Source: an optimization exercise on an open RTL-to-GDS flow (aim: small area). Production flows keep margins and buffers that such runs may drop.
Only simulation tests tie the RTL to the original design; equivalence was not proved.
No driver is modelled on the clock port, so clocking that relies on it looks cheaper here than on a real chip.
Power and IR drop assume default switching activity.

File: flow/design.v
package rxTxPkg;
   typedef struct packed {
      logic [7:0]            marker;
      logic [7:0]            channel;
      logic [15:0]           seqNum;
      logic [7:0]            length;       
      logic [55:0]           reserved;
      logic [32-1:0] seed;
   } pktHeader_t;
   typedef union packed {
      pktHeader_t                 header;
      logic [3:0][32-1:0] sample;    
   } pktWord_u;
endpackage
`timescale 1ns/1ns
module rxTxCore (
   input  logic                  lcbClk,
   input  logic                  reset,
   input  logic [16-1:0] lcbAddress,
   input  logic [32-1:0] lcbDataIn,
   input  logic                  lcbWrite,
   input  logic                  lcbRead,
   input  logic                  lcbCoreSelect,
   output logic [32-1:0] lcbDataOut,
   output logic                  lcbAck,
   input  logic                  trigIn,
   input  logic                  c2sFifoFull,
   output logic [128-1:0] c2sData,
   output logic                  c2sWrite
);
   localparam int NC = 4;
   logic       strobe, wrAcc, rdAcc, chanHit, globId, globScr;
   logic [1:0] aCh;
   logic [3:0] aOff;
   assign strobe  = lcbCoreSelect & (lcbWrite | lcbRead);
   assign wrAcc   = lcbCoreSelect & lcbWrite;
   assign rdAcc   = lcbCoreSelect & lcbRead;
   assign chanHit = (lcbAddress[15:12] == 4'h1);
   assign globId  = (lcbAddress == 16'h0000);
   assign globScr = (lcbAddress == 16'h0004);
   assign aCh     = lcbAddress[9:8];
   assign aOff    = lcbAddress[3:0];
   logic       selId, selScr, selCtrl, selLen;
   logic       selSeed, selCnt;
   logic [1:0] selCh;
   logic [32-1:0] scratch;
   logic                  scrValid;    
   always_ff @(posedge lcbClk or posedge reset)
   begin
      if (reset)
      begin
         lcbAck   <= 1'b0;
         scrValid <= 1'b0;
      end
      else
      begin
         lcbAck <= strobe;
         if (wrAcc && globScr)
            scrValid <= 1'b1;
      end
   end
   always_ff @(posedge lcbClk)
   begin
      if (wrAcc && globScr)
         scratch <= lcbDataIn;
   end
   always_ff @(posedge lcbClk)
   begin
      selId   <= rdAcc & globId;
      selScr  <= rdAcc & globScr;
      selCtrl <= rdAcc & chanHit & (aOff == 4'h0);
      selLen  <= rdAcc & chanHit & (aOff == 4'h4);
      selSeed <= rdAcc & chanHit & (aOff == 4'h8);
      selCnt  <= rdAcc & chanHit & (aOff == 4'hC);
      selCh   <= aCh;
   end
   logic [NC-1:0]                 enable;
   logic [NC-1:0][3:0]            lenReg;
   logic [NC-1:0][32-1:0] seedReg;
   logic [NC-1:0][32-1:0] pktCount;
   logic [NC-1:0]                 busy;
   logic [NC-1:0][3:0]            capLen;
   logic [NC-1:0][32-1:0] capSeed;
   logic [NC-1:0]                 seedValid;
   logic [NC-1:0]                 cntValid;
   logic [NC-1:0]                 capValid;
   logic [NC-1:0]                 start;
   logic [NC-1:0]                 done;      
   logic       locked;
   logic [1:0] lastCh;       
   logic       hdrOut;       
   logic [3:0] wordOut;      
   logic       pending;      
   logic [32-1:0] curCount, countInc;
   assign pending  = c2sWrite & ~locked;
   logic [NC-1:0] ownHot;
   always_comb
      for (int i = 0; i < NC; i++)
         ownHot[i] = (lastCh == 2'(i));
   hotSel4 cntSel (.hot(ownHot & cntValid), .d(pktCount), .q(curCount));
   incr #(.W(32), .S(11)) cntIncr (.a(curCount), .q(countInc));
   for (genvar i = 0; i < NC; i++)
   begin : genChan
      logic wsel;
      assign wsel     = wrAcc & chanHit & (aCh == 2'(i));
      assign start[i] = trigIn & enable[i] & ~busy[i];
      always_ff @(posedge lcbClk or posedge reset)
      begin
         if (reset)
         begin
            enable[i]   <= 1'b0;
            lenReg[i]   <= 4'd1;
            seedValid[i] <= 1'b0;
            cntValid[i]  <= 1'b0;
            busy[i]      <= 1'b0;
         end
         else
         begin
            if (wsel && aOff == 4'h0) enable[i]  <= lcbDataIn[0];
            if (wsel && aOff == 4'h4)  lenReg[i]  <= lcbDataIn[3:0];
            if (wsel && aOff == 4'h8) seedValid[i] <= 1'b1;
            if (pending && lastCh == 2'(i))  cntValid[i]  <= 1'b1;
            if (start[i])
               busy[i] <= 1'b1;
            else if (done[i])
               busy[i] <= 1'b0;
         end
      end
      always_ff @(posedge lcbClk)
      begin
         if (wsel && aOff == 4'h8) seedReg[i]  <= lcbDataIn;
         if (pending && lastCh == 2'(i))  pktCount[i] <= countInc;
         if (start[i])
         begin
            capLen[i]   <= lenReg[i];
            capSeed[i]  <= seedReg[i];
            capValid[i] <= seedValid[i];
         end
      end
   end
   logic [1:0] pickIdx, cand, curIdx;
   logic       pickValid, grant, lastWord;
   logic [3:0] ownLen;
   always_comb
   begin
      pickIdx   = lastCh;
      pickValid = 1'b0;
      for (int k = NC; k > 0; k--)
      begin
         cand = lastCh + 2'(k);
         if (busy[cand])
         begin
            pickIdx   = cand;
            pickValid = 1'b1;
         end
      end
   end
   assign ownLen   = capLen[lastCh];
   assign curIdx   = locked ? lastCh : pickIdx;
   assign grant    = (locked | pickValid) & ~c2sFifoFull;
   assign lastWord = locked ? (hdrOut ? (ownLen == 4'd1) : (wordOut + 4'd2 == ownLen))
                            : (capLen[pickIdx] == 4'd0);
   assign done     = (grant & lastWord) ? (NC'(1) << curIdx) : '0;
   always_ff @(posedge lcbClk or posedge reset)
   begin
      if (reset)
      begin
         locked   <= 1'b0;
         lastCh   <= '0;
         c2sWrite <= 1'b0;
      end
      else
      begin
         c2sWrite <= grant;
         if (grant)
         begin
            locked <= ~lastWord;
            lastCh <= curIdx;
         end
      end
   end
   always_ff @(posedge lcbClk)
   begin
      if (grant)
      begin
         hdrOut  <= ~locked;
         wordOut <= (locked & ~hdrOut) ? wordOut + 4'd1 : 4'd0;
      end
   end
   logic [32-1:0] seedSel;
   logic [1:0]            lo;
   logic [25:0]           hi, hiInc;
   logic [4:0]            mid0, mid1;
   logic [3:0][32-1:0] smp;
   hotSel4 seedPick (.hot(ownHot & capValid), .d(capSeed), .q(seedSel));
   assign lo      = seedSel[1:0];
   assign hi      = seedSel[31:6];
   logic [25:0] hiN, hiIncN;
   incr #(.W(26), .S(7), .INV(1)) hiIncr (.a(hi), .q(hiIncN));
   assign hiN = ~hi;
   assign mid0    = {1'b0, seedSel[5:2]} + {1'b0, wordOut};
   assign mid1    = {1'b0, seedSel[5:2]} + {1'b0, wordOut} + 5'd1;
   for (genvar k = 0; k < 4; k++)
   begin : genSmp
      logic [2:0]  l;
      logic [4:0]  m;
      logic        keep, useInc, useSeed;
      logic [25:0] smpHi;
      assign l       = {1'b0, lo} + 3'(k);
      assign m       = l[2] ? mid1 : mid0;
      assign keep    = (k == 0) | ~hdrOut;
      assign useInc  = keep & m[4];
      assign useSeed = keep & ~m[4];
      pick2n #(.W(26)) hiPick (.san(~useInc), .an(hiIncN), .sbn(~useSeed), .bn(hiN), .q(smpHi));
      assign smp[k]  = {smpHi, {4{keep}} & m[3:0], {2{keep}} & l[1:0]};
   end
   assign c2sData = {smp[3], smp[2], smp[1], smp[0]}
                  | (hdrOut ? {8'hA5, 6'd0, lastCh, curCount[15:0], 4'd0, ownLen, 56'd0, 32'd0} : '0);
   logic [8:0]             rdHot;
   logic [8:0][31:0]       rdWord;
   logic [31:0]            rdData;
   always_comb
   begin
      for (int i = 0; i < NC; i++)
      begin
         rdHot[i]      = selSeed & (selCh == 2'(i)) & seedValid[i];
         rdHot[NC + i] = selCnt & (selCh == 2'(i)) & cntValid[i];
         rdWord[i]      = seedReg[i];
         rdWord[NC + i] = pktCount[i];
      end
      rdHot[8]  = selScr & scrValid;
      rdWord[8] = scratch;
   end
   logic [2:0][31:0] rdPartN;
   for (genvar g = 0; g < 3; g++)
   begin : genRd
      hotSel3n rdSel (.hot(rdHot[3*g +: 3]), .d0(rdWord[3*g]), .d1(rdWord[3*g + 1]),
                      .d2(rdWord[3*g + 2]), .qn(rdPartN[g]));
   end
   assign rdData = ~(rdPartN[0] & rdPartN[1] & rdPartN[2]);
   always_comb
   begin
      lcbDataOut = rdData;
      if (selId)   lcbDataOut = lcbDataOut | 32'h52580001;
      if (selCtrl) lcbDataOut = lcbDataOut | {31'd0, enable[selCh]};
      if (selLen)  lcbDataOut = lcbDataOut | {28'd0, lenReg[selCh]};
   end
endmodule
module hotSel4 (
   input  logic [3:0]       hot,
   input  logic [3:0][31:0] d,
   output logic [31:0]      q
);
   assign q = ({32{hot[0]}} & d[0]) | ({32{hot[1]}} & d[1]) | ({32{hot[2]}} & d[2]) | ({32{hot[3]}} & d[3]);
endmodule
module incr #(
   parameter int W   = 32,
   parameter int S   = 8,
   parameter bit INV = 0     
) (
   input  logic [W-1:0] a,
   output logic [W-1:0] q
);
   logic [W-1:0] c;    
   always_comb
   begin
      for (int i = 0; i < W; i++)
         if (i % S == 0)
            c[i] = (i == 0) ? 1'b1 : &(a | ~((W'(1) << i) - W'(1)));
         else
            c[i] = c[i-1] & a[i-1];
   end
   assign q = INV ? ~(a ^ c) : a ^ c;
endmodule
module pick2n #(
   parameter int W = 26
) (
   input  logic         san,
   input  logic [W-1:0] an,
   input  logic         sbn,
   input  logic [W-1:0] bn,
   output logic [W-1:0] q
);
   assign q = ~(({W{san}} | an) & ({W{sbn}} | bn));
endmodule
module hotSel3n (
   input  logic [2:0]  hot,
   input  logic [31:0] d0,
   input  logic [31:0] d1,
   input  logic [31:0] d2,
   output logic [31:0] qn
);
   assign qn = ~(({32{hot[0]}} & d0) | ({32{hot[1]}} & d1) | ({32{hot[2]}} & d2));
endmodule
File: flow/flow/run.sh
#!/bin/bash
set -euo pipefail
export BUFFER_PORTS_ARGS="-buffer_cell sky130_fd_sc_hd__buf_1"
export CTS_ARGS="-sink_clustering_enable -repair_clock_nets -dont_use_dummy_load -sink_clustering_size 30 -sink_clustering_max_diameter 100"
bash standard.sh > standard_flow.log 2>&1
File: flow/standard.sh
#!/bin/bash
# synth_recipe.tcl (not shown) runs the flow's synth.tcl, then flattens the netlist and writes it again
# the make line also repeats each setting of config.mk as NAME=value (left out here)
make -C /OpenROAD-flow-scripts/flow DESIGN_CONFIG=/design/flow/config.mk WORK_HOME=/design/flow/orfs CLKGATE_MAP_FILE= SYNTH_SCRIPT=/design/flow/synth_recipe.tcl "${@:-finish}"
File: flow/config.mk
export PLATFORM = sky130hd
export DESIGN_NAME = rxTxCore
export DESIGN_NICKNAME = rxTxCore
export VERILOG_FILES = /design/flow/design.v
export SDC_FILE = /design/flow/constraint.sdc
export NUM_CORES = 4
export LEC_CHECK = 0
export CAP_MARGIN = 20
export CORE_MARGIN = 2
export CORE_UTILIZATION = 65
export SLEW_MARGIN = 20
export SYNTH_HIERARCHICAL = 1
export SYNTH_MINIMUM_KEEP_SIZE = 0
File: flow/constraint.sdc
create_clock -name core_clock -period 6.0 [get_ports {lcbClk}]
set_input_delay 1.2000 -clock core_clock [delete_from_list [all_inputs] [get_ports {lcbClk}]]
set_output_delay 1.2000 -clock core_clock [all_outputs]
set_load 0.01 [all_outputs]
==> results of run 1 <==
-- where the power goes --
| part | switching (uW) | leakage, uW | internal, uW |
|---|---|---|---|
| clock | 950 | 0.000246 | 603 |
| combinational | 1550 | 0.00319 | 760 |
| sequential | 123 | 0.00458 | 3950 |
-- worst max-delay path: stages (launching register included) --
cell and delay, ns:
dfrtp_1 0.45, inv_1 0.11, ha_1 0.19, and2_1 0.22, buf_6 0.22, a22oi_1 0.11, nand2_1 0.11, inv_1 0.07
fa_1 0.57, inv_1 0.11, ha_1 0.22, and3_1 0.19, nor2b_2 0.18, xnor2_2 0.40, nand2b_1 0.16, buf_4 0.23
o22ai_1 0.33, a21o_1 0.12, buf_1 0.15
-- stage by stage --
stage | instance area, sq um | setup WS, ns | setup TNS [ns]
2_1_floorplan | 21300 | 1.03 | 0
3_3_place_gp | 22300 | 0.710 | 0
3_5_place_dp | 22300 | 0.549 | 0
4_1_cts | 22800 | 0.00721 | 0
5_1_grt | 22900 | -0.0427 | -0.0842
6_report | 22900 | 0.0776 | 0
-- path summary, 6_finish.rpt --
kind | startpoint | to | slack (ns) | cells past startpoint
worst min register to register | seedReg[4] | capSeed[4] | 0.44 | 0
worst min-delay path | seedReg[4] | capSeed[4] | 0.44 | 0
min in group asynchronous | reset | enable[2] | 0.72 | 3
max in group asynchronous | reset | lenReg[4] | 4.91 | 3
worst max-delay path | lastCh[0] | c2sData[113] | 0.08 | 18
worst max register to register | lastCh[1] | pktCount[63] | 1.15 | 20
-- final cells by class --
cell class	count	share of cell area [%]
Inverter	63	1.03
Timing Repair Buffer	264	5.22
Clock buffer	20	2.18
Tap cell	442	2.41
Multi-Input combinational cell	787	26.6
Antenna cell	1	0.0109
Sequential cell	487	62.6
-- per-module statistics from Yosys (local to each module, per instance), excerpt --
| module | cells inside | flops+latches | times used | cell area [sq um] |
|---|---|---|---|---|
| hotSel3n | 41 | 0 | 3 | 403 |
| hotSel4 | 108 | 0 | 2 | 679 |
| rxTxCore | 861 | 487 | 1 | 16900 |
-- placed cells by master (no fill, tap or decap), types with 30 or more instances in the layout --
cell type,instances
o22ai_1,97
edfxtp_1,441
nor2_1,36
nand3_1,30
buf_4,43
a22oi_1,129
a222oi_1,96
dfrtp_1,34
ha_1,62
buf_1,216
inv_1,63
nand2_1,97
-- timing repair --
| action | 4_1_cts | 5_1_grt |
|---|---|---|
| resized for setup | 3 | 12 |
| endpoints found under the setup margin | 4 | 15 |
| gates cloned | 0 | 2 |
| pin swaps | 0 | 2 |
| setup buffers | 0 | 2 |
-- per-layer routing --
layer  wire (um)  global-route usage [%]  vias to the layer above
li1            -                       -                     6169
met2       29100                    58.1                     1070
met3        7310                    6.29                      183
met4        2860                    13.3                        2
met1       22100                    47.0                     7220
met5          12                       0                        -
-- logic make-up (layout without fill, tap and decap cells) --
kind of cell               count (synthesis)  after routing  synth area share (%)
buffers and inverters                    154            347                  4.64
muxes                                     34             34                  2.29
adders and majority gates                 63             63                  3.74
DFF                                      487            487                  67.5
and+or+nand+nor                          273            275                  6.55
AOI/OAI and AO/OA                        389            389                  14.2
other                                      0              1                     0
xor gates and xnor gates                  26             26                  1.11
-- state kept, by name (all words and copies together), names as in the netlist, 2 cells and up --
name / flops
capLen: 16
capSeed: 128
cntValid: 4
wordOut: 4
seedValid: 4
scratch: 32
seedReg: 128
capValid: 4
enable: 4
lenReg: 16
selCh: 2
busy: 4
pktCount: 128
lastCh: 2
==> summary.txt, run 1 <==
status complete, no violations; Final GP Congestion between 0.9 and 1; register area share after synthesis 67.5%; EDFF count, synth 441; Tcrit/Tclk final 98.7%; Clk Tree Root Cell clkbuf_16; Worst-Margin Slew 1.29 ns; Non-Filler Instances 2064; global-route usage over all layers 35.1%; Yosys cell types 60; top cells by area, synth edfxtp_1, a22oi_1, a222oi_1, dfrtp_1, ha_1; fill count approximately 2300; grt ovf 0; largest net degree at the start of global routing 39; Die Width 185 um; Die ar. between 0.03 and 0.04 sq mm; drt initial violations around 2300; # port buffers 216; Mean Syn Cell Area about 15 sq um; layout cells sized above 1 9.38%; vias in the first global route 13800; Max Root-Sink Buffers 3; worst-skew pair later-pin latency ~0.57 ns; IO Count 217; DP Cell Count 2039; Slew Limit Fails 0; setup violators final 0; RSZ-0062 raised after global routing yes; Post-DRT Antenna Nets 0; post-synthesis cell area 0.0213 sq mm; fraction of registers with async set/reset under 10%; crit path time final 5.92 ns; Synth Net Count 1544; Vias per Instance 7.09; top cells by count, synth edfxtp_1, a22oi_1, o22ai_1; CP Class reg2out; fmax 0.169 GHz; Residual DRC 0; row count 66; Cells after Synth around 1400; nets 1741; final hold viol count 0; CTS H-tree lvls 1; hold crit path type reg2reg; Hold WS 0.442 ns; cts bufs inserted 20; P_leak 0.00802 uW; CTS tree built; drt first pass iters 6; final WL 61400 um; MaxCap Viol Count 0; Crit Path Max Fanout 15; Core Util, Final 70.9%; crit start category flip-flop; critical path capture point type primary output; top-area cell type share of the netlist area 62.2%; top-count cell post-synth edfxtp_1; Synth Register Bits 487; initial antenna violation count 3; Syn-to-layout area delta 7.82%; Synth warnings 9; Fin Clk Skew 0.0380 ns; main flop type after synthesis edfxtp_1; area of the multi-input gates 0.00610 sq mm; Slew HR between 10 and 15%; Reg area 0.0144 sq mm; Post-CTS Hold Fix Bufs 0; CTS sink count around 490; Die Y approximately 180 um; crit path DAT 4.72 ns; worst vdd ir roughly 250 uV; initial core utilization 65.8%; first-pass GRT wire length 87100 um; routed len/inst 29.8 um; dpl hpwl 39200 um; Final Total Pwr 7930 uW; pwr dens about 350 mW/mm^2; routed vias 14600; post-synth top area cell edfxtp_1; Placeable Area 0.0324 sq mm; worst path required time 4.80 ns; clk slew on worst S/H paths 0.11 ns
==> run 2, diff against run 1 <==
--- a/flow/config.mk
+++ b/flow/config.mk
@@ -10,2 +10,3 @@
 export CORE_UTILIZATION = 65
+export SETUP_SLACK_MARGIN = 0.1
 export SLEW_MARGIN = 20
==> summary.txt, run 2 <==
top-area cell type share of the netlist area 62.2% (unchanged); cell count of the worst reg-to-reg path 20 (unchanged); Post-DRT Antenna Nets 0 (unchanged); crit path launch lastCh[1]; routed vias 14700 (+0.28%); Max Root-Sink Buffers 3 (unchanged); RR Startpoint lastCh[1]; Pint 5320 uW (+0.28%); FF-to-FF setup slack 1.17 ns (+0.02 ns); main flop type after synthesis edfxtp_1; Reg-to-Reg End pktCount[63]; most frequent cells in the layout edfxtp_1, buf_1, a22oi_1, nand2_1, a222oi_1; CP endpoint c2sData[107]; post-route cell area 0.0230 sq mm (+0.29%); Largest regs capSeed x128, pktCount x128, seedReg x128; crit path time final 5.76 ns (-0.164 ns); worst vdd ir 246 uV (+0.22%); Placeable Area 0.0324 sq mm (unchanged); placed inst area 0.0223 sq mm (unchanged); fill count 2257 (+0.044%); CTS tree built; vias in the first global route 13800 (unchanged); largest net degree at the start of global routing 39 (unchanged); max incr delay on CP 0.57 ns (about the same); final setup TNS 0 ns (unchanged); worst path required time 4.80 ns (about the same); Yosys cell types 60 (unchanged); pwr dens 346 mW/mm^2 (about the same); EDFF count, synth 441 (unchanged); power share of the combinational group 29.5% (+0.4 points); Mean Syn Cell Area 14.9 sq um (unchanged); critical path capture point type primary output; Die Y 185 um (unchanged); Synth Net Count 1544 (unchanged); Die ar. 0.0342 sq mm (unchanged); crit path DAT 4.56 ns (-0.16 ns); Syn-to-layout area delta 8.14%; fmax 0.174 GHz (+2.8%); register area share after synthesis 67.5% (unchanged); Fin Clk Skew 0.0390 ns (+0.000972 ns); Worst-Margin Slew 1.16 ns (-0.123 ns); final WL 61500 um (about the same); RSZ-0062 raised after global routing yes; Tcrit/Tclk final 96.0% (-2.7 points); clk slew on worst S/H paths 0.11 ns (about the same); layout cells sized above 1 9.98% (+0.60 points); drt initial violations 2276 (-1.7%); top cells by area, synth edfxtp_1, a22oi_1, a222oi_1, dfrtp_1, ha_1; row count 66 (unchanged); Crit path max-delay family adder cells; top cells by count, synth edfxtp_1, a22oi_1, o22ai_1; Die Width 185 um (unchanged); Hold Path Cell Cnt 0 (unchanged); final hold viol count 0 (unchanged); IO Count 217 (unchanged); status complete, no violations; grt ovf 0 (unchanged); Slew HR 22.4% (+8.2 points); routed len/inst 29.7 um (about the same); Slew Limit Fails 0 (unchanged); Residual DRC 0 (unchanged); most common cell after layout, fill and taps aside edfxtp_1; global-route usage over all layers 35.1% (unchanged); worst-skew pair later-pin latency 0.57 ns (about the same); post-synth top area cell edfxtp_1; number of buffers and inverters on the critical path 6 (unchanged); Critical-path top delay cell fa_1; Reg area 0.0144 sq mm (unchanged); most frequent CP cell inv_1; clock group share of total power 19.5% (about the same); switching part of the total 33.1% (about the same); Final GP Congestion 0.933 (unchanged); Clk Tree Root Cell clkbuf_16; Critical Path, Cell by Cell inv_1, ha_1, and2_1, buf_8, a22oi_1, nand2_1, inv_1, fa_1, inv_1, ha_1, and3_4, nor2b_2, xnor2_2, or2_4, buf_4, o22ai_1, a21o_1, buf_1; first-pass GRT wire length 87100 um (unchanged); area of the multi-input gates 0.00614 sq mm (+0.70%); post-synthesis cell area 0.0213 sq mm (unchanged); Synth Register Bits 487 (unchanged); CP Class reg2out; hold crit path type reg2reg; top-count cell post-synth edfxtp_1; setup violators final 0 (unchanged); # port buffers 216 (unchanged); drt first pass iters 9 (+3); MaxCap Viol Count 0 (unchanged); P_leak 0.00804 uW (+0.25%); Vias per Instance 7.10 (+0.13%); Synth warnings 9 (unchanged); CTS H-tree lvls 1 (unchanged); initial core utilization 65.8% (unchanged); Cells after Synth 1426 (unchanged); Reg power frac 51.0% (-0.3 points); Crit Path Max Fanout 15 (unchanged); nets 1744 (+0.17%); WP depth 18 (unchanged); CTS sink count 487 (unchanged); fraction of registers with async set/reset 7.80% (unchanged); initial antenna violation count 2 (-1); dpl hpwl 39200 um (unchanged); crit start category flip-flop; switching pwr 2630 uW (+0.24%); cts bufs inserted 20 (unchanged)
[run 2: cell counts after synthesis]
Identical to the previous run, type by type.
[run 2: repair_timing]
action / 4_1_cts / 5_1_grt
hold buffers: 0 / 0
pin swaps: 0 / 2
hold endpoints to repair: 0 / 0
resized for setup: 5 / 22
setup endpoints to repair: 10 / 63
cloned: 0 / 2
setup buffers: 0 / 4
[run 2: worst min-delay path by stage]
stage                         endpoint  slack, ns    startpoint
after floorplan           capSeed[126]       0.43  seedReg[126]
after global placement     capSeed[50]       0.43   seedReg[50]
after detailed placement   capSeed[78]       0.43   seedReg[78]
after CTS                  capSeed[41]       0.44   seedReg[41]
after global routing       capSeed[11]       0.45   seedReg[11]
final                      capSeed[11]       0.44   seedReg[11]
[run 2: logic make-up after synthesis]
family | synth area share (%)
compound gates | 14.2
xor+xnor | 1.11
fa+ha+maj | 3.74
buf+inv | 4.64
flops | 67.5
mux | 2.29
simple gates | 6.55
[run 2: modules after synthesis (local to each module, per instance), a selection]
| module | cell area, sq um | flip-flops and latches | cells inside | copies in the design |
|---|---|---|---|---|
| hotSel3n | 403 | 0 | 41 | 3 |
| hotSel4 | 679 | 0 | 108 | 2 |
| rxTxCore | 16900 | 487 | 861 | 1 |
[run 2: per-layer routing]
layer	global-route usage (%)	part of all wire, %
met1	47.0	36
met2	58.1	48
met3	6.29	12
met4	13.3	4.3
met5	0	0.020
[run 2: power by group through the flow]
stage          Combinational (uW)  Sequential, uW  Clock, uW
2_1_floorplan                1550            4070          0
3_3_place_gp                 2160            4140          0
3_5_place_dp                 2210            4140          0
4_1_cts                      2220            4060       1560
5_1_grt                      2500            4070       1670
6_report                     2350            4060       1550
[run 2: layout make-up]
type,count,share of cell area (%)
flip-flops and latches,487,62.4
multi-input cells,787,26.7
repair buffers,267,5.32
diodes,1,0.0109
clock buffers,20,2.17
inverters,63,1.03
well taps,442,2.40
[run 2: per-stage QoR]
stage,hold slack (ns),total power (uW),instances,setup slack [ns],util (%)
after global placement,0.429,6300,2039,0.710,69.0
after detailed placement,0.432,6350,2039,0.549,69.0
final,0.444,7960,2067,0.241,71.1
after floorplan,0.425,5620,1426,1.03,-
after global routing,0.455,8240,2067,0.0766,71.1
after CTS,0.439,7850,2059,0.138,70.6

-- static timing again, ports no longer ideal --
The results above use ideal ports. As a check the final layouts listed here were re-extracted and re-timed, cells and wires unchanged.
Step 1 (the two cells are an assumption about what drives the block):
set clk [get_ports {lcbClk}]
set_driving_cell -lib_cell sky130_fd_sc_hd__clkbuf_16 $clk
set_driving_cell -lib_cell sky130_fd_sc_hd__buf_2 [delete_from_list [all_inputs] $clk]
Step 2 moves the port delays by t, midway between the first and last clock arrival at a register: inputs arrive t later, outputs are due t later. That takes back most of the time a late clock gives input paths.
Three values: ideal, step 1, step 2; two values: the first two.
| run | t, ns | setup WS [ns] | worst setup path at the end | latest minus earliest clock arrival (ns) | worst register clock-pin slew, ns |
|---|---|---|---|---|---|
| run 1 | 0.602 | 0.078 / 0.023 / 0.625 | register to output | 0.038 / 0.038 | 0.11 / 0.11 |
| run 2 | 0.601 | 0.241 / 0.187 / 0.788 | register to output | 0.039 / 0.039 | 0.11 / 0.11 |
After both steps setup and hold are still met in every run listed.
